This is an optimization exercise on Yosys and OpenROAD, whose aim is small area and a short achievable clock period, not a production implementation. RTL that was checked went through simulation tests only; none was proved equivalent to the original. Only the layout flow was run in run 1; the RTL was not checked for function there.

==> flow/design.v (outline; a module is shown in full before it is edited, if it fits) <==
// module qmult: 1314 lines
// module qmult_fa: 4 lines
// module qmult_bsel: 5 lines
// module qmult_aoi: 3 lines
// module qmult_bsel_pos: 3 lines
// module qmult_ha: 4 lines
module qmult #(
   parameter int Q = 15,
   parameter int N = 32
) (
   input  logic [N-1:0] a,
   input  logic [N-1:0] b,
   output logic [N-1:0] c,
   input  logic         clk,
   input  logic         rst,
   output logic [N-1:0] c_reg,
   output logic         ovr
);
  // ...
==> flow/flow/run.sh <==
#!/bin/bash
# Standard synthesis (unchanged), then the standard ORFS layout with extra settings:
#  - the Booth selectors, which ABC maps at drive strength 2, are downsized to
#    strength 1 before floorplanning (downsize.tcl); timing repair upsizes any
#    that the critical paths need;
#  - the delay cells (clkdlybuf4s*, dlygate*, dlymetal*) are kept out of the
#    port and fanout buffering, which otherwise picks them.
# Each make run logs to its own file in this folder.
set -euo pipefail
here=$(pwd)
PLATFORM_DONT_USE="sky130_fd_sc_hd__probe_p_8 sky130_fd_sc_hd__probec_p_8 sky130_fd_sc_hd__lpflow_bleeder_1 sky130_fd_sc_hd__lpflow_clkbufkapwr_1 sky130_fd_sc_hd__lpflow_clkbufkapwr_16 sky130_fd_sc_hd__lpflow_clkbufkapwr_2 sky130_fd_sc_hd__lpflow_clkbufkapwr_4 sky130_fd_sc_hd__lpflow_clkbufkapwr_8 sky130_fd_sc_hd__lpflow_clkinvkapwr_1 sky130_fd_sc_hd__lpflow_clkinvkapwr_16 sky130_fd_sc_hd__lpflow_clkinvkapwr_2 sky130_fd_sc_hd__lpflow_clkinvkapwr_4 sky130_fd_sc_hd__lpflow_clkinvkapwr_8 sky130_fd_sc_hd__lpflow_decapkapwr_12 sky130_fd_sc_hd__lpflow_decapkapwr_3 sky130_fd_sc_hd__lpflow_decapkapwr_4 sky130_fd_sc_hd__lpflow_decapkapwr_6 sky130_fd_sc_hd__lpflow_decapkapwr_8 sky130_fd_sc_hd__lpflow_inputiso0n_1 sky130_fd_sc_hd__lpflow_inputiso0p_1 sky130_fd_sc_hd__lpflow_inputiso1n_1 sky130_fd_sc_hd__lpflow_inputiso1p_1 sky130_fd_sc_hd__lpflow_inputisolatch_1 sky130_fd_sc_hd__lpflow_isobufsrc_1 sky130_fd_sc_hd__lpflow_isobufsrc_16 sky130_fd_sc_hd__lpflow_isobufsrc_2 sky130_fd_sc_hd__lpflow_isobufsrc_4 sky130_fd_sc_hd__lpflow_isobufsrc_8 sky130_fd_sc_hd__lpflow_isobufsrckapwr_16 sky130_fd_sc_hd__lpflow_lsbuf_lh_hl_isowell_tap_1 sky130_fd_sc_hd__lpflow_lsbuf_lh_hl_isowell_tap_2 sky130_fd_sc_hd__lpflow_lsbuf_lh_hl_isowell_tap_4 sky130_fd_sc_hd__lpflow_lsbuf_lh_isowell_4 sky130_fd_sc_hd__lpflow_lsbuf_lh_isowell_tap_1 sky130_fd_sc_hd__lpflow_lsbuf_lh_isowell_tap_2 sky130_fd_sc_hd__lpflow_lsbuf_lh_isowell_tap_4"
DELAY_CELLS="sky130_fd_sc_hd__clkdlybuf4s15_1 sky130_fd_sc_hd__clkdlybuf4s15_2 sky130_fd_sc_hd__clkdlybuf4s18_1 sky130_fd_sc_hd__clkdlybuf4s18_2 sky130_fd_sc_hd__clkdlybuf4s25_1 sky130_fd_sc_hd__clkdlybuf4s25_2 sky130_fd_sc_hd__clkdlybuf4s50_1 sky130_fd_sc_hd__clkdlybuf4s50_2 sky130_fd_sc_hd__dlygate4sd1_1 sky130_fd_sc_hd__dlygate4sd2_1 sky130_fd_sc_hd__dlygate4sd3_1 sky130_fd_sc_hd__dlymetal6s2s_1 sky130_fd_sc_hd__dlymetal6s4s_1 sky130_fd_sc_hd__dlymetal6s6s_1"
export DOWNSIZE_CELLS="sky130_fd_sc_hd__a22oi"

bash standard.sh synth > synth.log 2>&1
bash standard.sh \
  PRE_FLOORPLAN_TCL="$here/flow/downsize.tcl" \
  DONT_USE_CELLS="$PLATFORM_DONT_USE $DELAY_CELLS" \
  finish > layout.log 2>&1
==> flow/flow/downsize.tcl <==
# Downsize combinational cells that synthesis mapped above drive strength 1 (the
# Booth selectors come out of ABC as a22oi_2); timing repair later upsizes what
# the critical paths need. Registers are left as they are.
set n 0
foreach inst [[ord::get_db_block] getInsts] {
  set m [[$inst getMaster] getName]
  if {[regexp {^(sky130_fd_sc_hd__[a-z0-9]+)_([0-9]+)$} $m -> base drv]} {
    if {$drv > 1 && ![string match "*df*" $base] && ![string match "*dl*" $base] \
          && [lsearch -exact $::env(DOWNSIZE_CELLS) $base] >= 0} {
      set lc [get_lib_cells ${base}_1]
      if {$lc ne ""} {
        replace_cell [$inst getName] ${base}_1
        incr n
      }
    }
  }
}
puts "downsize: downsized $n cells"
==> flow/standard.sh <==
#!/bin/bash
# synth_recipe.tcl (not shown) runs the flow's synth.tcl, then flattens the netlist and writes it again
# the make line also repeats each setting of config.mk as NAME=value (left out here)
make -C /OpenROAD-flow-scripts/flow DESIGN_CONFIG=/design/flow/config.mk WORK_HOME=/design/flow/orfs CLKGATE_MAP_FILE= SYNTH_SCRIPT=/design/flow/synth_recipe.tcl "${@:-finish}"
==> flow/config.mk <==
export PLATFORM = sky130hd
export DESIGN_NAME = qmult
export DESIGN_NICKNAME = qmult
export VERILOG_FILES = /design/flow/design.v
export SDC_FILE = /design/flow/constraint.sdc
export NUM_CORES = 4
export LEC_CHECK = 0
export CAP_MARGIN = 20
export CORE_MARGIN = 2
export CORE_UTILIZATION = 40
export SETUP_SLACK_MARGIN = 1.5
export SLEW_MARGIN = 20
export SYNTH_HIERARCHICAL = 1
export SYNTH_MINIMUM_KEEP_SIZE = 0
==> flow/constraint.sdc <==
create_clock -name core_clock -period 15.0 [get_ports {clk}]
set_input_delay 3.0000 -clock core_clock [delete_from_list [all_inputs] [get_ports {clk}]]
set_output_delay 3.0000 -clock core_clock [all_outputs]
set_load 0.01 [all_outputs]
==> summary.txt, run 1 <==
Status
  • Status: complete, no violations

Finish
  • Ant diodes: 3
  • ClkCell Share: 0.00696
  • Fraction of area in multi-input gates: 0.843
  • Seq cells: 33
  • Multi-In Gates: 1653
  • Utilization after layout: 0.459
  • Layout Nets: 2544
  • Non-clock buffering overhead: 0.0667
  • Inverters: 48
  • Most common cell after layout, fill and taps aside: xnor2_1

Critical path
  • Most frequent cell on the critical path: fa_1
  • Crit path DAT: 10.22 ns
  • Startpoint Class: input port
  • Critical Path RT: 12.00 ns
  • Critical-path maximum fanout: 32

Die
  • Die X: 220 um
  • # Taps: 607

Detailed routing
  • Vias: 16800
  • TritonRoute pass-1 iters: 6

CTS
  • CTS tree: built

Placement
  • Worst slack, placed: 1.29 ns
  • DP HPWL: 58400 um

STA
  • Setup WS post-layout: 1.78 ns
  • Final critical-path share of the clock period: 0.882

Global routing
  • Initial antenna violation count: 6
  • GR Util met1: 0.426
  • Vias in the first global route: 17000
==> run 2, diff against run 1 <==
--- a/flow/design.v
+++ b/flow/design.v
@@ -862,87 +862,87 @@
    logic c822;
    logic s823;
    logic c824;
    logic s825;
    logic c826;
    logic s827;
    logic c828;
    qmult_fa u_s1 (.x(neg[1]), .y(pp[2]), .z(pp[32]), .s(s1), .c(c2));
-   qmult_ha u_s3 (.x(pp[3]), .y(pp[33]), .s(s3), .c(c4));
+   qmult_fa u_s3 (.x(pp[3]), .y(pp[33]), .z(c2), .s(s3), .c(c4));
    qmult_fa u_s5 (.x(neg[2]), .y(pp[4]), .z(pp[34]), .s(s5), .c(c6));
-   qmult_ha u_s7 (.x(pp[64]), .y(c4), .s(s7), .c(c8));
+   qmult_fa u_s7 (.x(pp[64]), .y(s5), .z(c4), .s(s7), .c(c8));
    qmult_fa u_s9 (.x(pp[5]), .y(pp[35]), .z(pp[65]), .s(s9), .c(c10));
-   qmult_fa u_s11 (.x(c6), .y(c8), .z(s9), .s(s11), .c(c12));
+   qmult_ha u_s11 (.x(c6), .y(s9), .s(s11), .c(c12));
    qmult_fa u_s13 (.x(neg[3]), .y(pp[6]), .z(pp[36]), .s(s13), .c(c14));
    qmult_fa u_s15 (.x(pp[66]), .y(pp[96]), .z(c10), .s(s15), .c(c16));
    qmult_fa u_s17 (.x(s13), .y(c12), .z(s15), .s(s17), .c(c18));
    qmult_fa u_s19 (.x(pp[7]), .y(pp[37]), .z(pp[67]), .s(s19), .c(c20));
    qmult_fa u_s21 (.x(pp[97]), .y(c14), .z(s19), .s(s21), .c(c22));
-   qmult_ha u_s23 (.x(c16), .y(s21), .s(s23), .c(c24));
+   qmult_fa u_s23 (.x(c16), .y(s21), .z(c18), .s(s23), .c(c24));
    qmult_fa u_s25 (.x(neg[4]), .y(pp[8]), .z(pp[38]), .s(s25), .c(c26));
    qmult_fa u_s27 (.x(pp[68]), .y(pp[98]), .z(pp[128]), .s(s27), .c(c28));
    qmult_fa u_s29 (.x(c20), .y(s25), .z(s27), .s(s29), .c(c30));
    qmult_ha u_s31 (.x(c22), .y(s29), .s(s31), .c(c32));
    qmult_fa u_s33 (.x(pp[9]), .y(pp[39]), .z(pp[69]), .s(s33), .c(c34));
    qmult_fa u_s35 (.x(pp[99]), .y(pp[129]), .z(c26), .s(s35), .c(c36));
    qmult_fa u_s37 (.x(c28), .y(s33), .z(c30), .s(s37), .c(c38));
-   qmult_ha u_s39 (.x(s35), .y(c32), .s(s39), .c(c40));
+   qmult_fa u_s39 (.x(s35), .y(c32), .z(s37), .s(s39), .c(c40));
    qmult_fa u_s41 (.x(neg[5]), .y(pp[10]), .z(pp[40]), .s(s41), .c(c42));
    qmult_fa u_s43 (.x(pp[70]), .y(pp[100]), .z(pp[130]), .s(s43), .c(c44));
    qmult_fa u_s45 (.x(pp[160]), .y(c34), .z(s41), .s(s45), .c(c46));
    qmult_fa u_s47 (.x(s43), .y(c36), .z(s45), .s(s47), .c(c48));
-   qmult_fa u_s49 (.x(c38), .y(c40), .z(s47), .s(s49), .c(c50));
+   qmult_fa u_s49 (.x(c38), .y(s47), .z(c40), .s(s49), .c(c50));
    qmult_fa u_s51 (.x(pp[11]), .y(pp[41]), .z(pp[71]), .s(s51), .c(c52));
    qmult_fa u_s53 (.x(pp[101]), .y(pp[131]), .z(pp[161]), .s(s53), .c(c54));
    qmult_fa u_s55 (.x(c42), .y(c44), .z(s51), .s(s55), .c(c56));
    qmult_fa u_s57 (.x(s53), .y(c46), .z(s55), .s(s57), .c(c58));
    qmult_ha u_s59 (.x(c48), .y(s57), .s(s59), .c(c60));
    qmult_fa u_s61 (.x(neg[6]), .y(pp[12]), .z(pp[42]), .s(s61), .c(c62));
    qmult_fa u_s63 (.x(pp[72]), .y(pp[102]), .z(pp[132]), .s(s63), .c(c64));
    qmult_fa u_s65 (.x(pp[162]), .y(pp[192]), .z(c52), .s(s65), .c(c66));
    qmult_fa u_s67 (.x(c54), .y(s61), .z(s63), .s(s67), .c(c68));
    qmult_fa u_s69 (.x(c56), .y(s65), .z(s67), .s(s69), .c(c70));
-   qmult_ha u_s71 (.x(c58), .y(s69), .s(s71), .c(c72));
+   qmult_fa u_s71 (.x(c58), .y(s69), .z(c60), .s(s71), .c(c72));
    qmult_fa u_s73 (.x(pp[13]), .y(pp[43]), .z(pp[73]), .s(s73), .c(c74));
    qmult_fa u_s75 (.x(pp[103]), .y(pp[133]), .z(pp[163]), .s(s75), .c(c76));
    qmult_fa u_s77 (.x(pp[193]), .y(c62), .z(c64), .s(s77), .c(c78));
    qmult_fa u_s79 (.x(s73), .y(s75), .z(c66), .s(s79), .c(c80));
    qmult_fa u_s81 (.x(c68), .y(s77), .z(s79), .s(s81), .c(c82));
-   qmult_fa u_s83 (.x(c70), .y(c72), .z(s81), .s(s83), .c(c84));
+   qmult_fa u_s83 (.x(c70), .y(s81), .z(c72), .s(s83), .c(c84));
    qmult_fa u_s85 (.x(neg[7]), .y(pp[14]), .z(pp[44]), .s(s85), .c(c86));
    qmult_fa u_s87 (.x(pp[74]), .y(pp[104]), .z(pp[134]), .s(s87), .c(c88));
    qmult_fa u_s89 (.x(pp[164]), .y(pp[194]), .z(pp[224]), .s(s89), .c(c90));
    qmult_fa u_s91 (.x(c74), .y(c76), .z(s85), .s(s91), .c(c92));
    qmult_fa u_s93 (.x(s87), .y(s89), .z(c78), .s(s93), .c(c94));
    qmult_fa u_s95 (.x(s91), .y(c80), .z(s93), .s(s95), .c(c96));
    qmult_ha u_s97 (.x(c82), .y(s95), .s(s97), .c(c98));
    qmult_fa u_s99 (.x(pp[15]), .y(pp[45]), .z(pp[75]), .s(s99), .c(c100));
    qmult_fa u_s101 (.x(pp[105]), .y(pp[135]), .z(pp[165]), .s(s101), .c(c102));
    qmult_fa u_s103 (.x(pp[195]), .y(pp[225]), .z(c86), .s(s103), .c(c104));
    qmult_fa u_s105 (.x(c88), .y(c90), .z(s99), .s(s105), .c(c106));
    qmult_fa u_s107 (.x(s101), .y(c92), .z(s103), .s(s107), .c(c108));
    qmult_fa u_s109 (.x(s105), .y(c94), .z(s107), .s(s109), .c(c110));
-   qmult_ha u_s111 (.x(c96), .y(s109), .s(s111), .c(c112));
+   qmult_fa u_s111 (.x(c96), .y(s109), .z(c98), .s(s111), .c(c112));
    qmult_fa u_s113 (.x(neg[8]), .y(pp[16]), .z(pp[46]), .s(s113), .c(c114));
    qmult_fa u_s115 (.x(pp[76]), .y(pp[106]), .z(pp[136]), .s(s115), .c(c116));
    qmult_fa u_s117 (.x(pp[166]), .y(pp[196]), .z(pp[226]), .s(s117), .c(c118));
    qmult_fa u_s119 (.x(pp[256]), .y(c100), .z(c102), .s(s119), .c(c120));
    qmult_fa u_s121 (.x(s113), .y(s115), .z(s117), .s(s121), .c(c122));
    qmult_fa u_s123 (.x(c104), .y(c106), .z(s119), .s(s123), .c(c124));
    qmult_fa u_s125 (.x(s121), .y(c108), .z(s123), .s(s125), .c(c126));
    qmult_ha u_s127 (.x(c110), .y(s125), .s(s127), .c(c128));
    qmult_fa u_s129 (.x(pp[17]), .y(pp[47]), .z(pp[77]), .s(s129), .c(c130));
    qmult_fa u_s131 (.x(pp[107]), .y(pp[137]), .z(pp[167]), .s(s131), .c(c132));
    qmult_fa u_s133 (.x(pp[197]), .y(pp[227]), .z(pp[257]), .s(s133), .c(c134));
    qmult_fa u_s135 (.x(c114), .y(c116), .z(c118), .s(s135), .c(c136));
    qmult_fa u_s137 (.x(s129), .y(s131), .z(s133), .s(s137), .c(c138));
    qmult_fa u_s139 (.x(c120), .y(c122), .z(s135), .s(s139), .c(c140));
    qmult_fa u_s141 (.x(s137), .y(c124), .z(s139), .s(s141), .c(c142));
-   qmult_ha u_s143 (.x(c126), .y(s141), .s(s143), .c(c144));
+   qmult_fa u_s143 (.x(c126), .y(s141), .z(c128), .s(s143), .c(c144));
    qmult_fa u_s145 (.x(neg[9]), .y(pp[18]), .z(pp[48]), .s(s145), .c(c146));
    qmult_fa u_s147 (.x(pp[78]), .y(pp[108]), .z(pp[138]), .s(s147), .c(c148));
    qmult_fa u_s149 (.x(pp[168]), .y(pp[198]), .z(pp[228]), .s(s149), .c(c150));
    qmult_fa u_s151 (.x(pp[258]), .y(pp[288]), .z(c130), .s(s151), .c(c152));
    qmult_fa u_s153 (.x(c132), .y(c134), .z(s145), .s(s153), .c(c154));
    qmult_fa u_s155 (.x(s147), .y(s149), .z(c136), .s(s155), .c(c156));
    qmult_fa u_s157 (.x(c138), .y(s151), .z(s153), .s(s157), .c(c158));
    qmult_fa u_s159 (.x(c140), .y(s155), .z(s157), .s(s159), .c(c160));
@@ -960,17 +960,17 @@
    qmult_fa u_s183 (.x(pp[80]), .y(pp[110]), .z(pp[140]), .s(s183), .c(c184));
    qmult_fa u_s185 (.x(pp[170]), .y(pp[200]), .z(pp[230]), .s(s185), .c(c186));
    qmult_fa u_s187 (.x(pp[260]), .y(pp[290]), .z(pp[320]), .s(s187), .c(c188));
    qmult_fa u_s189 (.x(c164), .y(c166), .z(c168), .s(s189), .c(c190));
    qmult_fa u_s191 (.x(s181), .y(s183), .z(s185), .s(s191), .c(c192));
    qmult_fa u_s193 (.x(s187), .y(c170), .z(c172), .s(s193), .c(c194));
    qmult_fa u_s195 (.x(s189), .y(s191), .z(c174), .s(s195), .c(c196));
    qmult_fa u_s197 (.x(s193), .y(c176), .z(s195), .s(s197), .c(c198));
-   qmult_ha u_s199 (.x(c178), .y(s197), .s(s199), .c(c200));
+   qmult_fa u_s199 (.x(c178), .y(s197), .z(c180), .s(s199), .c(c200));
    qmult_fa u_s201 (.x(pp[21]), .y(pp[51]), .z(pp[81]), .s(s201), .c(c202));
    qmult_fa u_s203 (.x(pp[111]), .y(pp[141]), .z(pp[171]), .s(s203), .c(c204));
    qmult_fa u_s205 (.x(pp[201]), .y(pp[231]), .z(pp[261]), .s(s205), .c(c206));
    qmult_fa u_s207 (.x(pp[291]), .y(pp[321]), .z(c182), .s(s207), .c(c208));
    qmult_fa u_s209 (.x(c184), .y(c186), .z(c188), .s(s209), .c(c210));
    qmult_fa u_s211 (.x(s201), .y(s203), .z(s205), .s(s211), .c(c212));
    qmult_fa u_s213 (.x(c190), .y(c192), .z(s207), .s(s213), .c(c214));
    qmult_fa u_s215 (.x(s209), .y(s211), .z(c194), .s(s215), .c(c216));
@@ -981,17 +981,17 @@
    qmult_fa u_s225 (.x(pp[172]), .y(pp[202]), .z(pp[232]), .s(s225), .c(c226));
    qmult_fa u_s227 (.x(pp[262]), .y(pp[292]), .z(pp[322]), .s(s227), .c(c228));
    qmult_fa u_s229 (.x(pp[352]), .y(c202), .z(c204), .s(s229), .c(c230));
    qmult_fa u_s231 (.x(c206), .y(s221), .z(s223), .s(s231), .c(c232));
    qmult_fa u_s233 (.x(s225), .y(s227), .z(c208), .s(s233), .c(c234));
    qmult_fa u_s235 (.x(c210), .y(c212), .z(s229), .s(s235), .c(c236));
    qmult_fa u_s237 (.x(s231), .y(c214), .z(s233), .s(s237), .c(c238));
    qmult_fa u_s239 (.x(s235), .y(c216), .z(s237), .s(s239), .c(c240));
-   qmult_ha u_s241 (.x(c218), .y(s239), .s(s241), .c(c242));
+   qmult_fa u_s241 (.x(c218), .y(s239), .z(c220), .s(s241), .c(c242));
    qmult_fa u_s243 (.x(pp[23]), .y(pp[53]), .z(pp[83]), .s(s243), .c(c244));
    qmult_fa u_s245 (.x(pp[113]), .y(pp[143]), .z(pp[173]), .s(s245), .c(c246));
    qmult_fa u_s247 (.x(pp[203]), .y(pp[233]), .z(pp[263]), .s(s247), .c(c248));
    qmult_fa u_s249 (.x(pp[293]), .y(pp[323]), .z(pp[353]), .s(s249), .c(c250));
    qmult_fa u_s251 (.x(c222), .y(c224), .z(c226), .s(s251), .c(c252));
    qmult_fa u_s253 (.x(c228), .y(s243), .z(s245), .s(s253), .c(c254));
    qmult_fa u_s255 (.x(s247), .y(s249), .z(c230), .s(s255), .c(c256));
    qmult_fa u_s257 (.x(c232), .y(s251), .z(s253), .s(s257), .c(c258));
@@ -1004,17 +1004,17 @@
    qmult_fa u_s271 (.x(pp[264]), .y(pp[294]), .z(pp[324]), .s(s271), .c(c272));
    qmult_fa u_s273 (.x(pp[354]), .y(pp[384]), .z(c244), .s(s273), .c(c274));
    qmult_fa u_s275 (.x(c246), .y(c248), .z(c250), .s(s275), .c(c276));
    qmult_fa u_s277 (.x(s265), .y(s267), .z(s269), .s(s277), .c(c278));
    qmult_fa u_s279 (.x(s271), .y(c252), .z(c254), .s(s279), .c(c280));
    qmult_fa u_s281 (.x(s273), .y(s275), .z(s277), .s(s281), .c(c282));
    qmult_fa u_s283 (.x(c256), .y(c258), .z(s279), .s(s283), .c(c284));
    qmult_fa u_s285 (.x(s281), .y(c260), .z(s283), .s(s285), .c(c286));
-   qmult_ha u_s287 (.x(c262), .y(s285), .s(s287), .c(c288));
+   qmult_fa u_s287 (.x(c262), .y(s285), .z(c264), .s(s287), .c(c288));
    qmult_fa u_s289 (.x(pp[25]), .y(pp[55]), .z(pp[85]), .s(s289), .c(c290));
    qmult_fa u_s291 (.x(pp[115]), .y(pp[145]), .z(pp[175]), .s(s291), .c(c292));
    qmult_fa u_s293 (.x(pp[205]), .y(pp[235]), .z(pp[265]), .s(s293), .c(c294));
    qmult_fa u_s295 (.x(pp[295]), .y(pp[325]), .z(pp[355]), .s(s295), .c(c296));
    qmult_fa u_s297 (.x(pp[385]), .y(c266), .z(c268), .s(s297), .c(c298));
    qmult_fa u_s299 (.x(c270), .y(c272), .z(s289), .s(s299), .c(c300));
    qmult_fa u_s301 (.x(s291), .y(s293), .z(s295), .s(s301), .c(c302));
    qmult_fa u_s303 (.x(c274), .y(c276), .z(c278), .s(s303), .c(c304));
@@ -1029,17 +1029,17 @@
    qmult_fa u_s321 (.x(pp[356]), .y(pp[386]), .z(pp[416]), .s(s321), .c(c322));
    qmult_fa u_s323 (.x(c290), .y(c292), .z(c294), .s(s323), .c(c324));
    qmult_fa u_s325 (.x(c296), .y(s313), .z(s315), .s(s325), .c(c326));
    qmult_fa u_s327 (.x(s317), .y(s319), .z(s321), .s(s327), .c(c328));
    qmult_fa u_s329 (.x(c298), .y(c300), .z(c302), .s(s329), .c(c330));
    qmult_fa u_s331 (.x(s323), .y(s325), .z(s327), .s(s331), .c(c332));
    qmult_fa u_s333 (.x(c304), .y(c306), .z(s329), .s(s333), .c(c334));
    qmult_fa u_s335 (.x(s331), .y(c308), .z(s333), .s(s335), .c(c336));
-   qmult_ha u_s337 (.x(c310), .y(s335), .s(s337), .c(c338));
+   qmult_fa u_s337 (.x(c310), .y(s335), .z(c312), .s(s337), .c(c338));
    qmult_fa u_s339 (.x(pp[27]), .y(pp[57]), .z(pp[87]), .s(s339), .c(c340));
    qmult_fa u_s341 (.x(pp[117]), .y(pp[147]), .z(pp[177]), .s(s341), .c(c342));
    qmult_fa u_s343 (.x(pp[207]), .y(pp[237]), .z(pp[267]), .s(s343), .c(c344));
    qmult_fa u_s345 (.x(pp[297]), .y(pp[327]), .z(pp[357]), .s(s345), .c(c346));
    qmult_fa u_s347 (.x(pp[387]), .y(pp[417]), .z(c314), .s(s347), .c(c348));
    qmult_fa u_s349 (.x(c316), .y(c318), .z(c320), .s(s349), .c(c350));
    qmult_fa u_s351 (.x(c322), .y(s339), .z(s341), .s(s351), .c(c352));
    qmult_fa u_s353 (.x(s343), .y(s345), .z(c324), .s(s353), .c(c354));
@@ -1070,17 +1070,17 @@
    qmult_fa u_s403 (.x(c366), .y(c368), .z(c370), .s(s403), .c(c404));
    qmult_fa u_s405 (.x(c372), .y(c374), .z(s393), .s(s405), .c(c406));
    qmult_fa u_s407 (.x(s395), .y(s397), .z(s399), .s(s407), .c(c408));
    qmult_fa u_s409 (.x(s401), .y(c376), .z(c378), .s(s409), .c(c410));
    qmult_fa u_s411 (.x(c380), .y(s403), .z(s405), .s(s411), .c(c412));
    qmult_fa u_s413 (.x(s407), .y(c382), .z(c384), .s(s413), .c(c414));
    qmult_fa u_s415 (.x(s409), .y(s411), .z(c386), .s(s415), .c(c416));
    qmult_fa u_s417 (.x(s413), .y(c388), .z(s415), .s(s417), .c(c418));
-   qmult_ha u_s419 (.x(c390), .y(s417), .s(s419), .c(c420));
+   qmult_fa u_s419 (.x(c390), .y(s417), .z(c392), .s(s419), .c(c420));
    qmult_fa u_s421 (.x(pp[30]), .y(pp[60]), .z(pp[90]), .s(s421), .c(c422));
    qmult_fa u_s423 (.x(pp[120]), .y(pp[150]), .z(pp[180]), .s(s423), .c(c424));
    qmult_fa u_s425 (.x(pp[210]), .y(pp[240]), .z(pp[270]), .s(s425), .c(c426));
    qmult_fa u_s427 (.x(pp[300]), .y(pp[330]), .z(pp[360]), .s(s427), .c(c428));
    qmult_fa u_s429 (.x(pp[390]), .y(pp[420]), .z(pp[450]), .s(s429), .c(c430));
    qmult_fa u_s431 (.x(pp[480]), .y(c394), .z(c396), .s(s431), .c(c432));
    qmult_fa u_s433 (.x(c398), .y(c400), .z(c402), .s(s433), .c(c434));
    qmult_fa u_s435 (.x(s421), .y(s423), .z(s425), .s(s435), .c(c436));
@@ -1130,17 +1130,17 @@
    qmult_fa u_s519 (.x(c480), .y(c482), .z(c484), .s(s519), .c(c520));
    qmult_fa u_s521 (.x(c486), .y(s509), .z(s511), .s(s521), .c(c522));
    qmult_fa u_s523 (.x(s513), .y(s515), .z(c488), .s(s523), .c(c524));
    qmult_fa u_s525 (.x(s517), .y(c490), .z(c492), .s(s525), .c(c526));
    qmult_fa u_s527 (.x(c494), .y(s519), .z(s521), .s(s527), .c(c528));
    qmult_fa u_s529 (.x(s523), .y(c496), .z(c498), .s(s529), .c(c530));
    qmult_fa u_s531 (.x(s525), .y(s527), .z(c500), .s(s531), .c(c532));
    qmult_fa u_s533 (.x(s529), .y(c502), .z(s531), .s(s533), .c(c534));
-   qmult_ha u_s535 (.x(c504), .y(s533), .s(s535), .c(c536));
+   qmult_fa u_s535 (.x(c504), .y(s533), .z(c506), .s(s535), .c(c536));
    qmult_fa u_s537 (.x(~neg[1]), .y(pp[94]), .z(pp[124]), .s(s537), .c(c538));
    qmult_fa u_s539 (.x(pp[154]), .y(pp[184]), .z(pp[214]), .s(s539), .c(c540));
    qmult_fa u_s541 (.x(pp[244]), .y(pp[274]), .z(pp[304]), .s(s541), .c(c542));
    qmult_fa u_s543 (.x(pp[334]), .y(pp[364]), .z(pp[394]), .s(s543), .c(c544));
    qmult_fa u_s545 (.x(pp[424]), .y(pp[454]), .z(pp[484]), .s(s545), .c(c546));
    qmult_fa u_s547 (.x(c508), .y(c510), .z(c512), .s(s547), .c(c548));
    qmult_fa u_s549 (.x(c514), .y(c516), .z(s537), .s(s549), .c(c550));
    qmult_fa u_s551 (.x(s539), .y(s541), .z(s543), .s(s551), .c(c552));
@@ -1159,17 +1159,17 @@
    qmult_fa u_s575 (.x(s565), .y(c538), .z(c540), .s(s575), .c(c576));
    qmult_fa u_s577 (.x(c542), .y(c544), .z(c546), .s(s577), .c(c578));
    qmult_fa u_s579 (.x(s567), .y(s569), .z(s571), .s(s579), .c(c580));
    qmult_fa u_s581 (.x(s573), .y(c548), .z(c550), .s(s581), .c(c582));
    qmult_fa u_s583 (.x(c552), .y(s575), .z(s577), .s(s583), .c(c584));
    qmult_fa u_s585 (.x(s579), .y(c554), .z(c556), .s(s585), .c(c586));
    qmult_fa u_s587 (.x(s581), .y(s583), .z(c558), .s(s587), .c(c588));
    qmult_fa u_s589 (.x(c560), .y(s585), .z(s587), .s(s589), .c(c590));
-   qmult_ha u_s591 (.x(c562), .y(s589), .s(s591), .c(c592));
+   qmult_fa u_s591 (.x(c562), .y(s589), .z(c564), .s(s591), .c(c592));
    qmult_fa u_s593 (.x(~neg[2]), .y(pp[126]), .z(pp[156]), .s(s593), .c(c594));
    qmult_fa u_s595 (.x(pp[186]), .y(pp[216]), .z(pp[246]), .s(s595), .c(c596));
    qmult_fa u_s597 (.x(pp[276]), .y(pp[306]), .z(pp[336]), .s(s597), .c(c598));
    qmult_fa u_s599 (.x(pp[366]), .y(pp[396]), .z(pp[426]), .s(s599), .c(c600));
    qmult_fa u_s601 (.x(pp[456]), .y(pp[486]), .z(c566), .s(s601), .c(c602));
    qmult_fa u_s603 (.x(c568), .y(c570), .z(c572), .s(s603), .c(c604));
    qmult_fa u_s605 (.x(c574), .y(s593), .z(s595), .s(s605), .c(c606));
    qmult_fa u_s607 (.x(s597), .y(s599), .z(s601), .s(s607), .c(c608));
@@ -1186,17 +1186,17 @@
    qmult_fa u_s627 (.x(pp[457]), .y(pp[487]), .z(s619), .s(s627), .c(c628));
    qmult_fa u_s629 (.x(c594), .y(c596), .z(c598), .s(s629), .c(c630));
    qmult_fa u_s631 (.x(c600), .y(s621), .z(s623), .s(s631), .c(c632));
    qmult_fa u_s633 (.x(s625), .y(c602), .z(s627), .s(s633), .c(c634));
    qmult_fa u_s635 (.x(c604), .y(c606), .z(s629), .s(s635), .c(c636));
    qmult_fa u_s637 (.x(s631), .y(c608), .z(s633), .s(s637), .c(c638));
    qmult_fa u_s639 (.x(c610), .y(s635), .z(c612), .s(s639), .c(c640));
    qmult_fa u_s641 (.x(s637), .y(c614), .z(s639), .s(s641), .c(c642));
-   qmult_ha u_s643 (.x(c616), .y(s641), .s(s643), .c(c644));
+   qmult_fa u_s643 (.x(c616), .y(s641), .z(c618), .s(s643), .c(c644));
    qmult_fa u_s645 (.x(~neg[3]), .y(pp[158]), .z(pp[188]), .s(s645), .c(c646));
    qmult_fa u_s647 (.x(pp[218]), .y(pp[248]), .z(pp[278]), .s(s647), .c(c648));
    qmult_fa u_s649 (.x(pp[308]), .y(pp[338]), .z(pp[368]), .s(s649), .c(c650));
    qmult_fa u_s651 (.x(pp[398]), .y(pp[428]), .z(pp[458]), .s(s651), .c(c652));
    qmult_fa u_s653 (.x(pp[488]), .y(c620), .z(c622), .s(s653), .c(c654));
    qmult_fa u_s655 (.x(c624), .y(c626), .z(s645), .s(s655), .c(c656));
    qmult_fa u_s657 (.x(s647), .y(s649), .z(s651), .s(s657), .c(c658));
    qmult_fa u_s659 (.x(c628), .y(c630), .z(c632), .s(s659), .c(c660));
@@ -1234,17 +1234,17 @@
    qmult_fa u_s719 (.x(pp[341]), .y(pp[371]), .z(pp[401]), .s(s719), .c(c720));
    qmult_fa u_s721 (.x(pp[431]), .y(pp[461]), .z(pp[491]), .s(s721), .c(c722));
    qmult_fa u_s723 (.x(s715), .y(c694), .z(c696), .s(s723), .c(c724));
    qmult_fa u_s725 (.x(c698), .y(c700), .z(s717), .s(s725), .c(c726));
    qmult_fa u_s727 (.x(s719), .y(s721), .z(c702), .s(s727), .c(c728));
    qmult_fa u_s729 (.x(c704), .y(s723), .z(s725), .s(s729), .c(c730));
    qmult_fa u_s731 (.x(c706), .y(c708), .z(s727), .s(s731), .c(c732));
    qmult_fa u_s733 (.x(s729), .y(c710), .z(s731), .s(s733), .c(c734));
-   qmult_ha u_s735 (.x(c712), .y(s733), .s(s735), .c(c736));
+   qmult_fa u_s735 (.x(c712), .y(s733), .z(c714), .s(s735), .c(c736));
    qmult_fa u_s737 (.x(~neg[5]), .y(pp[222]), .z(pp[252]), .s(s737), .c(c738));
    qmult_fa u_s739 (.x(pp[282]), .y(pp[312]), .z(pp[342]), .s(s739), .c(c740));
    qmult_fa u_s741 (.x(pp[372]), .y(pp[402]), .z(pp[432]), .s(s741), .c(c742));
    qmult_fa u_s743 (.x(pp[462]), .y(pp[492]), .z(c716), .s(s743), .c(c744));
    qmult_fa u_s745 (.x(c718), .y(c720), .z(c722), .s(s745), .c(c746));
    qmult_fa u_s747 (.x(s737), .y(s739), .z(s741), .s(s747), .c(c748));
    qmult_fa u_s749 (.x(s743), .y(c724), .z(c726), .s(s749), .c(c750));
    qmult_fa u_s751 (.x(s745), .y(s747), .z(c728), .s(s751), .c(c752));
@@ -1255,17 +1255,17 @@
    qmult_fa u_s759 (.x(pp[283]), .y(pp[313]), .z(pp[343]), .s(s759), .c(c760));
    qmult_fa u_s761 (.x(pp[373]), .y(pp[403]), .z(pp[433]), .s(s761), .c(c762));
    qmult_fa u_s763 (.x(pp[463]), .y(pp[493]), .z(s757), .s(s763), .c(c764));
    qmult_fa u_s765 (.x(c738), .y(c740), .z(c742), .s(s765), .c(c766));
    qmult_fa u_s767 (.x(s759), .y(s761), .z(c744), .s(s767), .c(c768));
    qmult_fa u_s769 (.x(s763), .y(c746), .z(c748), .s(s769), .c(c770));
    qmult_fa u_s771 (.x(s765), .y(s767), .z(c750), .s(s771), .c(c772));
    qmult_fa u_s773 (.x(s769), .y(c752), .z(s771), .s(s773), .c(c774));
-   qmult_ha u_s775 (.x(c754), .y(s773), .s(s775), .c(c776));
+   qmult_fa u_s775 (.x(c754), .y(s773), .z(c756), .s(s775), .c(c776));
    qmult_fa u_s777 (.x(~neg[6]), .y(pp[254]), .z(pp[284]), .s(s777), .c(c778));
    qmult_fa u_s779 (.x(pp[314]), .y(pp[344]), .z(pp[374]), .s(s779), .c(c780));
    qmult_fa u_s781 (.x(pp[404]), .y(pp[434]), .z(pp[464]), .s(s781), .c(c782));
    qmult_fa u_s783 (.x(pp[494]), .y(c758), .z(c760), .s(s783), .c(c784));
    qmult_fa u_s785 (.x(c762), .y(s777), .z(s779), .s(s785), .c(c786));
    qmult_fa u_s787 (.x(s781), .y(c764), .z(c766), .s(s787), .c(c788));
    qmult_fa u_s789 (.x(s783), .y(s785), .z(c768), .s(s789), .c(c790));
    qmult_fa u_s791 (.x(c770), .y(s787), .z(s789), .s(s791), .c(c792));
@@ -1274,28 +1274,28 @@
    assign c796 = pp[255] | pp[285];
    qmult_fa u_s797 (.x(pp[315]), .y(pp[345]), .z(pp[375]), .s(s797), .c(c798));
    qmult_fa u_s799 (.x(pp[405]), .y(pp[435]), .z(pp[465]), .s(s799), .c(c800));
    qmult_fa u_s801 (.x(pp[495]), .y(s795), .z(c778), .s(s801), .c(c802));
    qmult_fa u_s803 (.x(c780), .y(c782), .z(s797), .s(s803), .c(c804));
    qmult_fa u_s805 (.x(s799), .y(c784), .z(c786), .s(s805), .c(c806));
    qmult_fa u_s807 (.x(s801), .y(s803), .z(c788), .s(s807), .c(c808));
    qmult_fa u_s809 (.x(s805), .y(c790), .z(s807), .s(s809), .c(c810));
-   qmult_ha u_s811 (.x(c792), .y(s809), .s(s811), .c(c812));
+   qmult_fa u_s811 (.x(c792), .y(s809), .z(c794), .s(s811), .c(c812));
    qmult_fa u_s813 (.x(~neg[7]), .y(pp[286]), .z(pp[316]), .s(s813), .c(c814));
    qmult_fa u_s815 (.x(pp[346]), .y(pp[376]), .z(pp[406]), .s(s815), .c(c816));
    qmult_fa u_s817 (.x(pp[436]), .y(pp[466]), .z(pp[496]), .s(s817), .c(c818));
    qmult_fa u_s819 (.x(c796), .y(c798), .z(c800), .s(s819), .c(c820));
    qmult_fa u_s821 (.x(s813), .y(s815), .z(s817), .s(s821), .c(c822));
    qmult_fa u_s823 (.x(c802), .y(c804), .z(s819), .s(s823), .c(c824));
    qmult_fa u_s825 (.x(s821), .y(c806), .z(s823), .s(s825), .c(c826));
    qmult_fa u_s827 (.x(c808), .y(s825), .z(c810), .s(s827), .c(c828));
    logic [46:0] xr, yr, sum;
-   assign xr = {c812, c794, c776, c756, c736, c714, c692, c668, c644, c618, c592, c564, c536, c506, s505, c448, c420, c392, s391, c338, c312, c288, c264, c242, c220, c200, c180, s179, c144, c128, c112, c98, c84, s83, c60, c50, s49, s37, c24, c18, s17, s11, s5, c2, s1, pp[1], pp[0]};
-   assign yr = {s827, s811, s793, s775, s755, s735, s713, s691, s667, s643, s617, s591, s563, s535, 1'b0, s475, s447, s419, 1'b0, s363, s337, s311, s287, s263, s241, s219, s199, 1'b0, s161, s143, s127, s111, s97, 1'b0, s71, s59, 1'b0, s39, s31, s23, 1'b0, 1'b0, s7, s3, 1'b0, 1'b0, neg[0]};
+   assign xr = {c812, s811, c776, s775, c736, s735, c692, c668, c644, s643, c592, s591, c536, s535, s505, c448, c420, s419, s391, c338, s337, c288, s287, c242, s241, c200, s199, s179, c144, s143, c112, s111, c84, s83, s71, c50, s49, s39, c24, s23, s17, c8, s7, s3, s1, pp[1], pp[0]};
+   assign yr = {s827, 1'b0, s793, 1'b0, s755, 1'b0, s713, s691, s667, 1'b0, s617, 1'b0, s563, 1'b0, 1'b0, s475, s447, 1'b0, 1'b0, s363, 1'b0, s311, 1'b0, s263, 1'b0, s219, 1'b0, 1'b0, s161, 1'b0, s127, 1'b0, s97, 1'b0, 1'b0, s59, 1'b0, 1'b0, s31, 1'b0, 1'b0, s11, 1'b0, 1'b0, 1'b0, 1'b0, neg[0]};
    assign sum = xr + yr;
    logic [30:0] bhi;    
    logic        big;
    logic        overflow;
    assign bhi[30] = b[30];
    for (genvar k = 0; k < 30; k++) begin : g_bhi
       assign bhi[k] = b[k] | bhi[k+1];
    end
==> flow/config.mk (replaced) <==
export PLATFORM = sky130hd
export DESIGN_NAME = qmult
export DESIGN_NICKNAME = qmult
export VERILOG_FILES = /design/flow/design.v
export SDC_FILE = /design/flow/constraint.sdc
export NUM_CORES = 4
export LEC_CHECK = 0
export CAP_MARGIN = 20
export CORE_MARGIN = 2
export CORE_UTILIZATION = 40
export SETUP_SLACK_MARGIN = 2
export SLEW_MARGIN = 20
export SYNTH_HIERARCHICAL = 1
export SYNTH_MINIMUM_KEEP_SIZE = 0
==> run 2 against run 1 <==
First-iteration DRC count rose by 11%. Clock-buffer cell count rose by 1. Cell count increased by 0.30%. Critical path depth increased by 3. Via count rose by 0.60%. Setup slack better by 0.35 ns. Cell area is 4.5% higher. Utilization increased by 4.1 points. Critical endpoint is now c[28].
==> summary.txt, run 2 <==
Status
  • Status: complete, no violations

Detailed routing
  • Drt initial violations: 2433
  • TritonRoute pass-1 iters: 6 (unchanged)
  • Number of remaining DRC errors: 0
  • Vias: 16900 (+0.60%)
  • Routed wire length: 75500 um
  • ANT nets after route: 0
  • Met2 routed WL: 33700 um
  • Average wire per standard cell: 28.6 um
  • Met3 WL post-DR: 9260 um
  • Top sig layer: met5
  • DR vias/cell: 6.39
  • Met1 wire length: 28300 um

STA
  • Slew Viols, Final: 0
  • Fmax: 77.7 MHz
  • Final Critical Period: 12.87 ns
  • Least-Margin Pin Slew: 0.890 ns
  • Max_slew headroom: 0.407
  • Final critical-path share of the clock period: 0.858 (-0.0233)
  • Final setup fails: 0
  • Total Neg Setup Slack: 0 ns
  • Final-report hold violation count: 0
  • RSZ-0062 raised after global routing: yes

Finish
  • Max reg flops: 32
  • Fin area: 22200 um2
  • Most frequent cells in the layout: xnor2_1, a22oi_1, fa_1
  • Layout Nets: 2551 (+0.28%)
  • Fill count: 4076
  • Share of layout cells above drive strength 1: 0.188
  • Most common cell after layout, fill and taps aside: xnor2_1

Placement
  • Placed instance area: 20100 um2
  • DP HPWL: 57300 um (-1.9%)
  • Port bufs: 130
  • Placer Congestion: 0.960

CTS
  • CTS tree: built
  • CTS Buf Count: 5
  • Hold buffers post-CTS: 0
  • Clk sinks: 33
  • Clock transition at path regs: 0.05 ns
  • H-tree depth: 2
  • Root buffer cell: clkbuf_16
  • Clk buf depth: 2

Critical path
  • Crit path DAT: 9.87 ns (-0.35 ns)
  • Type of destination of the critical path: output port
  • Setup CP Type: in -> out
  • CP max stage cell: fa_1
  • Startpoint Class: input port
  • Critical-path maximum fanout: 12 (-63%)
  • CP cell instances: buf_2, buf_1, a22oi_1, xnor2_1, fa_2, fa_2, fa_2, fa_1, fa_1, fa_1, fa_1, fa_2, ha_4, and3_2, nand3_4, nor3_4, and3_4, o2111ai_4, a211oi_4, buf_6, buf_4, o22ai_2, buf_1
  • Critical Path RT: 12.00 ns (about the same)
  • Max stage delay on crit path: 0.55 ns

Die
  • Io pins: 131
  • Die X: 217 um (-1.3%)
  • Die Area: 47000 um2
  • Core area: 44400 um2
  • Starting Density: 0.408
  • Die Span Y: 217 um
  • Rows: 77

Logic synthesis
  • Syn Nets: 2162
  • Cell count after synthesis: 1661
  • Syn. warnings: 7

Global routing
  • Vias in the first global route: 17100 (+0.31%)
  • Largest net degree at the start of global routing: 35
  • Total GRT Usage: 0.319
  • Initial antenna violation count: 4 (-2)
  • GR Overflow Total: 0
  • Global-route wire length before repair: 112000 um

Worst hold path
  • Hold Crit Class: in -> async

Run
  • Maxcap violations: 0
[run 2: layout make-up]
cell class | count | area (um2) | share of cell area
clock buffers | 6 | 129 | 0.00581
well taps | 592 | 741 | 0.0334
multi-input cells | 1571 | 18000 | 0.811
repair buffers | 399 | 2320 | 0.105
diodes | 2 | 5.00 | 0.000226
flip-flops and latches | 33 | 826 | 0.0372
clock inverters | 2 | 10.0 | 0.000451
inverters | 40 | 150 | 0.00677
[run 2: critical path: cells and delay by family]
family	cells	cell delay (ns)
fa+ha+maj	9	3.78
buf+inv	5	1.27
compound gates	4	0.77
simple gates	4	0.75
xor+xnor	1	0.27
[run 2: timing repair]
action,in CTS,in global routing
endpoints found under the hold margin,0,0
gates resized for setup,175,131
pin swaps,37,70
setup buffers,103,36
setup endpoints to repair,31,31
gates cloned,5,0
[run 2: routing by layer]
metal / vias up / GRT usage
met5: - / 0
met1: 8608 / 0.424
met2: 1219 / 0.493
met3: 217 / 0.0802
li1: 6847 / -
met4: 4 / 0.143
[run 2: per-stage QoR]
stage                      util  std cells  hold slack (ns)  worst slack (ns)
after CTS                 0.486       2607             2.78              2.00
after detailed placement  0.454       2491             3.07             0.566
final                     0.499       2645             2.76              2.13
after floorplan               -       1661             3.13              2.05
after global routing      0.499       2645             2.82              1.94
after global placement    0.454       2491             3.06             0.695
[run 2: final timing paths]
kind / start / to / slack (ns) / depth (start not counted)
setup / recovery: a[19] / c[28] / 2.13 / 23
min in group core_clock: a[31] / c_reg[31] / 2.93 / 2
max in group asynchronous: rst / ovr / 11.04 / 3
hold / removal: rst / c_reg[8] / 2.76 / 2
==> run 3, diff against run 2 <==
--- a/flow/config.mk
+++ b/flow/config.mk
@@ -8,7 +8,7 @@
 export CAP_MARGIN = 20
 export CORE_MARGIN = 2
 export CORE_UTILIZATION = 40
-export SETUP_SLACK_MARGIN = 2
+export SETUP_SLACK_MARGIN = 1
 export SLEW_MARGIN = 20
 export SYNTH_HIERARCHICAL = 1
 export SYNTH_MINIMUM_KEEP_SIZE = 0
==> run 3 against run 2 <==
Still clean on timing, DRC and antenna. Global-route usage fell by 1.8 points. Clock-buffer cell count unchanged. Critical path depth is 2 lower. Via count shrank 4.0%. Synthesized cell count unchanged. First-iteration DRC count shrank 2.2%. Utilization down 3.7 points. Cell count shrank 4.4%. Sequential cell count stayed put. Largest cell class unchanged.
==> summary.txt, run 3 <==
STA
  • Fmax: 72.6 MHz (-6.6%)
  • Final critical-path share of the clock period: 0.918 (+0.0602)
  • Total Neg Setup Slack: 0 ns (unchanged)
  • Final-report hold violation count: 0 (unchanged)
  • RSZ-0062 raised after global routing: no
  • Max_slew headroom: 0.170 (-0.236)
  • Final setup fails: 0 (unchanged)
  • Slew Viols, Final: 0 (unchanged)
  • Final Critical Period: 13.78 ns (+0.902 ns)
  • Least-Margin Pin Slew: 1.24 ns (+0.355 ns)

Detailed routing
  • Routed wire length: 71500 um (-5.4%)
  • TritonRoute pass-1 iters: 6 (unchanged)
  • ANT nets after route: 0 (unchanged)
  • Average wire per standard cell: 28.3 um (-1.0%)
  • Vias: 16200 (-4.0%)
  • Drt initial violations: 2380 (-2.2%)
  • DR vias/cell: 6.41 (+0.41%)
  • Number of remaining DRC errors: 0 (unchanged)

Finish
  • Fill count: 4210 (+3.3%)
  • Register Area: 826 um2 (unchanged)
  • Most common cell after layout, fill and taps aside: xnor2_1
  • Most frequent cells in the layout: xnor2_1, a22oi_1, fa_1
  • Multi-input combinational cell area: 17300 um2 (-3.8%)
  • Non-Filler Instances: 2528 (-4.4%)
  • Utilization after layout: 0.462 (-0.0370)
  • Layout Nets: 2435 (-4.5%)
  • Max reg flops: 32 (unchanged)
  • Share of layout cells above drive strength 1: 0.0807 (-0.107)

Global routing
  • Vias in the first global route: 16100 (-5.7%)
  • Global-route wire length before repair: 106000 um (-5.1%)
  • Largest net degree at the start of global routing: 35 (unchanged)
  • Total GRT Usage: 0.301 (-0.0176)
  • GR Overflow Total: 0 (unchanged)
  • Initial antenna violation count: 2 (-2)

Die
  • Starting Density: 0.408 (unchanged)
  • Io pins: 131 (unchanged)
  • Die Span Y: 217 um (unchanged)
  • Rows: 77 (unchanged)
  • Die Area: 47000 um2 (unchanged)
  • Core area: 44400 um2 (unchanged)
  • Die X: 217 um (unchanged)

Status
  • Status: complete, no violations

Critical path
  • CP max stage cell: buf_1
  • Critical-path maximum fanout: 14 (+2)
  • Type of destination of the critical path: output port
  • CP cell instances: buf_1, buf_4, a22oi_1, xnor2_1, fa_1, fa_1, fa_1, fa_1, fa_1, fa_1, fa_1, fa_1, ha_1, and4_1, a21boi_0, o21ai_1, o2111ai_2, and4b_4, buf_1, o21ai_0, buf_1
  • Setup CP Type: in -> out
  • Crit path DAT: 10.78 ns (+0.91 ns)
  • Startpoint Class: input port
  • Most frequent cell on the critical path: fa_1
  • Critical Path RT: 12.00 ns (about the same)
  • Max stage delay on crit path: 0.86 ns (+0.31 ns)

Run
  • Maxcap violations: 0 (unchanged)

Placement
  • DP HPWL: 56400 um (-1.4%)
  • Placer Congestion: 0.961 (+0.11%)
  • Placed insts: 2490 (-0.040%)
  • Port bufs: 130 (unchanged)

Logic synthesis
  • Syn. warnings: 7 (unchanged)
  • Syn Nets: 2162 (unchanged)
  • Cell count after synthesis: 1661 (unchanged)

CTS
  • Root buffer cell: clkbuf_16
  • H-tree depth: 2 (unchanged)
  • Clock transition at path regs: 0.05 ns (about the same)
  • Clk buf depth: 2 (unchanged)
  • Clk sinks: 33 (unchanged)
  • CTS Buf Count: 5 (unchanged)
  • CTS tree: built

Worst hold path
  • Hold Crit Class: in -> async
[run 3: changes by cell type in the layout (fill, tap and decap cells not counted), moves of 8 or more]
| cell | delta |
|---|---|
| a22oi_1 | +11 |
| a22oi_2 | -11 |
| buf_1 | +15 |
| buf_2 | -60 |
| buf_6 | -28 |
| clkbuf_2 | -15 |
| fa_1 | +36 |
| fa_2 | -36 |
| o21ai_0 | +18 |
| o21ai_4 | -8 |
| xor2_4 | -8 |
[run 3: worst max-delay path by stage]
stage,end,from,cells after the start
4_1_cts,c[23],b[7],24
3_5_place_dp,c[23],b[7],23
6_report,c[19],a[15],21
5_1_grt,c[3],a[15],21
3_3_place_gp,c[19],b[7],23
2_1_floorplan,c[10],b[15],22
[run 3: final cells by class]
| cell class | instances | share of cell area |
|---|---|---|
| Tap cell | 592 | 0.0361 |
| Timing Repair Buffer | 286 | 0.0660 |
| Antenna cell | 2 | 0.000244 |
| Clock inverter | 1 | 0.000366 |
| Multi-Input combinational cell | 1568 | 0.843 |
| Inverter | 40 | 0.00731 |
| Sequential cell | 33 | 0.0402 |
| Clock buffer | 6 | 0.00676 |
[run 3: timing repair]
item	in CTS	in global routing
setup endpoints to repair	10	31
gates cloned	0	1
hold buffers	0	0
pin swaps	0	4
buffers inserted	0	28
resized for setup	4	30
[run 3: critical path, delay by kind of cell]
kind | cells | cell delay [ns]
AND/OR/NAND/NOR | 2 | 0.63
adder cells (fa/ha/maj) | 9 | 4.21
buffers and inverters | 4 | 1.63
XOR/XNOR | 1 | 0.20
AO/OA/AOI/OAI | 5 | 1.07
[run 3: per-layer routing]
layer,vias up,global-route usage,routed length (um),part of all wire
li1,6597,-,-,-
met1,8294,0.415,27800,0.39
met2,1133,0.475,32400,0.45
met3,190,0.0352,7120,0.10
met4,0,0.143,4110,0.058
met5,-,0,0,0
[run 3: per-stage QoR]
stage               hold slack, ns  setup WS, ns  instance area, um2
floorplan                     3.13          1.00               18100
global placement              3.06          1.04               20100
detailed placement            3.07         0.931               20100
CTS                           2.78          1.01               20200
global route                  2.82         0.999               20500
finish                        2.76          1.22               20500
==> run 4, diff against run 3 <==
--- a/flow/config.mk
+++ b/flow/config.mk
@@ -8,7 +8,7 @@
 export CAP_MARGIN = 20
 export CORE_MARGIN = 2
 export CORE_UTILIZATION = 40
-export SETUP_SLACK_MARGIN = 1
+export SETUP_SLACK_MARGIN = 1.5
 export SLEW_MARGIN = 20
 export SYNTH_HIERARCHICAL = 1
 export SYNTH_MINIMUM_KEEP_SIZE = 0
==> run 4 against run 3 <==
Still clean. Critical path depth grew 2. Global-route usage increased by 0.31 points. Sequential share of layout area fell by 0.10 points. Cell area rose by 2.6%. Sequential cell count stayed put. Synthesized cell count did not move. Fmax up 3.5%. Cell count rose by 1.5%. Non-clock buffer count is 34 higher. Setup slack improved by 0.47 ns. Critical path type unchanged.
==> summary.txt, run 4 <==
Finish
  • Fin area: 21100 um2 (+2.6%)
  • Most frequent cells in the layout: xnor2_1, a22oi_1, fa_1
  • Share of layout cells above drive strength 1: 0.107 (+0.0260)
  • Layout Nets: 2469 (+1.4%)
  • Most common cell after layout, fill and taps aside: xnor2_1
  • Max reg flops: 32 (unchanged)

Critical path
  • Setup CP Type: in -> out
  • Most frequent cell on the critical path: fa_1
  • WP buf/inv: 3 (-1)
  • Type of destination of the critical path: output port
  • Max stage delay on crit path: 0.58 ns (-0.28 ns)
  • Critical Path RT: 12.00 ns (about the same)
  • Critical-path maximum fanout: 11 (-3)
  • Crit path depth: 23 (+9.5%)
  • Startpoint Class: input port
  • Crit-path leading delay family: adder cells
  • Crit path DAT: 10.31 ns (-0.47 ns)
  • CP cell instances: clkbuf_2, nand2_1, o21ai_4, a22oi_1, xnor2_1, fa_1, fa_1, fa_1, fa_1, fa_1, fa_1, fa_1, fa_1, ha_1, and3_1, nand3_2, nor3_2, and3_2, o2111ai_4, and4b_4, buf_1, o22ai_1, buf_1
  • Critical Path Sink: c[22]
  • CP max stage cell: fa_1
  • Worst Setup SP: b[19]

Global routing
  • Initial antenna violation count: 5 (+3)
  • Vias in the first global route: 16700 (+3.7%)
  • Total GRT Usage: 0.304 (+0.00306)
  • Global-route wire length before repair: 107000 um (+1.3%)
  • Largest net degree at the start of global routing: 32 (-8.6%)
  • GR Overflow Total: 0 (unchanged)

Detailed routing
  • TritonRoute pass-1 iters: 7 (+1)
  • DR vias/cell: 6.43 (+0.19%)
  • Number of remaining DRC errors: 0 (unchanged)
  • Vias: 16500 (+1.7%)
  • Average wire per standard cell: 28.1 um (-0.63%)
  • ANT nets after route: 0 (unchanged)
  • Routed wire length: 72000 um (+0.83%)
  • Drt initial violations: 2107 (-11%)

Run
  • Maxcap violations: 0 (unchanged)

CTS
  • Clk buf depth: 2 (unchanged)
  • H-tree depth: 2 (unchanged)
  • Root buffer cell: clkbuf_16
  • Clk sinks: 33 (unchanged)
  • CTS Buf Count: 5 (unchanged)
  • CTS tree: built
  • Clock transition at path regs: 0.05 ns (about the same)
  • Hold buffers post-CTS: 0 (unchanged)

Placement
  • Placed instance area: 20100 um2 (+0.22%)
  • DP HPWL: 56400 um (about the same)
  • Placer Congestion: 0.967 (+0.62%)
  • Port bufs: 130 (unchanged)

Logic synthesis
  • Syn Nets: 2162 (unchanged)
  • Syn. warnings: 7 (unchanged)
  • Cell count after synthesis: 1661 (unchanged)

STA
  • Fmax: 75.2 MHz (+3.5%)
  • RSZ-0062 raised after global routing: no
  • Final critical-path share of the clock period: 0.887 (-0.0314)
  • Final setup fails: 0 (unchanged)
  • Final-report hold violation count: 0 (unchanged)
  • Max_slew headroom: 0.279 (+0.109)
  • Slew Viols, Final: 0 (unchanged)
  • Least-Margin Pin Slew: 1.08 ns (-0.163 ns)
  • Total Neg Setup Slack: 0 ns (unchanged)
  • Final Critical Period: 13.31 ns (-0.471 ns)

Die
  • Rows: 77 (unchanged)
  • Die Area: 47000 um2 (unchanged)
  • Core area: 44400 um2 (unchanged)
  • Starting Density: 0.408 (unchanged)
  • Die Span Y: 217 um (unchanged)
  • Die X: 217 um (unchanged)
  • Io pins: 131 (unchanged)

Status
  • Status: complete, no violations

Worst hold path
  • Hold Crit Class: in -> async
==> run 4: final cells by class <==
| type | instances | area [um2] |
|---|---|---|
| antenna | 4 | 10.0 |
| clock buffer | 7 | 143 |
| clock inverter | 1 | 30.0 |
| fill | 4184 | 23400 |
| inverter | 40 | 150 |
| multi-input combinational | 1568 | 17500 |
| sequential | 33 | 826 |
| tap | 592 | 741 |
| timing repair buffer | 320 | 1640 |
==> run 4: how the worst min path moves through the flow <==
stage,startpoint,end,slack [ns],cells past startpoint
5_1_grt,rst,c_reg[15],2.75,2
3_3_place_gp,rst,c_reg[15],3.00,2
6_report,rst,c_reg[15],2.71,2
3_5_place_dp,rst,c_reg[16],3.01,2
4_1_cts,rst,c_reg[16],2.71,2
2_1_floorplan,rst,c_reg[0],3.13,1
==> run 4: through the flow <==
stage	worst slack (ns)	cells	hold slack [ns]	util
after floorplan	1.51	1661	3.13	-
after global placement	1.02	2500	3.00	0.453
after detailed placement	0.976	2500	3.01	0.453
after CTS	1.50	2538	2.71	0.466
after global routing	1.48	2564	2.75	0.474
final	1.69	2565	2.71	0.474
==> run 4: metal layers <==
| metal | vias to the layer above | global-route usage | part of all wire |
|---|---|---|---|
| met5 | - | 0 | 0.00018 |
| met4 | 2 | 0.132 | 0.045 |
| met3 | 172 | 0.0770 | 0.12 |
| met2 | 1192 | 0.470 | 0.45 |
| met1 | 8442 | 0.406 | 0.38 |
| li1 | 6675 | - | - |
==> run 4: what timing repair did <==
item | 4_1_cts | 5_1_grt
gates resized for setup | 41 | 66
gates cloned | 1 | 0
pin swaps | 9 | 8
hold endpoints to repair | 0 | 0
endpoints found under the setup margin | 31 | 31
buffers inserted | 29 | 22

[re-timing with driven ports]
No port has a modelled driver above. Below, the same layouts with a new extraction and two added sets of constraints.
Step 1 sets driving cells, clkbuf_16 on the clock port and buf_2 on the other inputs (assumed; they add their load-dependent delay and slew).
Step 2, shift: input delay + t, output delay - t, t = (earliest + latest rising clock arrival at the registers) / 2. This alone moves slack from input paths to output paths.
Slacks: ideal ports / drivers / drivers and shift; pairs: ideal ports / drivers.
run	t (ns)	setup slack, ns	hold WS [ns]	worst data-port slew with drivers (ns)
run 1	0.310	1.776 / 1.694 / 1.694	2.682 / 2.672 / 2.982	0.13
run 2	0.312	2.125 / 2.058 / 2.058	2.760 / 2.746 / 3.059	0.13
run 3	0.310	1.223 / 1.192 / 1.192	2.763 / 2.746 / 3.057	0.13
run 4	0.310	1.694 / 1.557 / 1.557	2.709 / 2.699 / 3.009	0.14
After both steps every run listed still meets setup and hold. The setup slack of run 4, which loses most, moves by -0.137 ns with the drivers and by -0.137 ns with both steps.
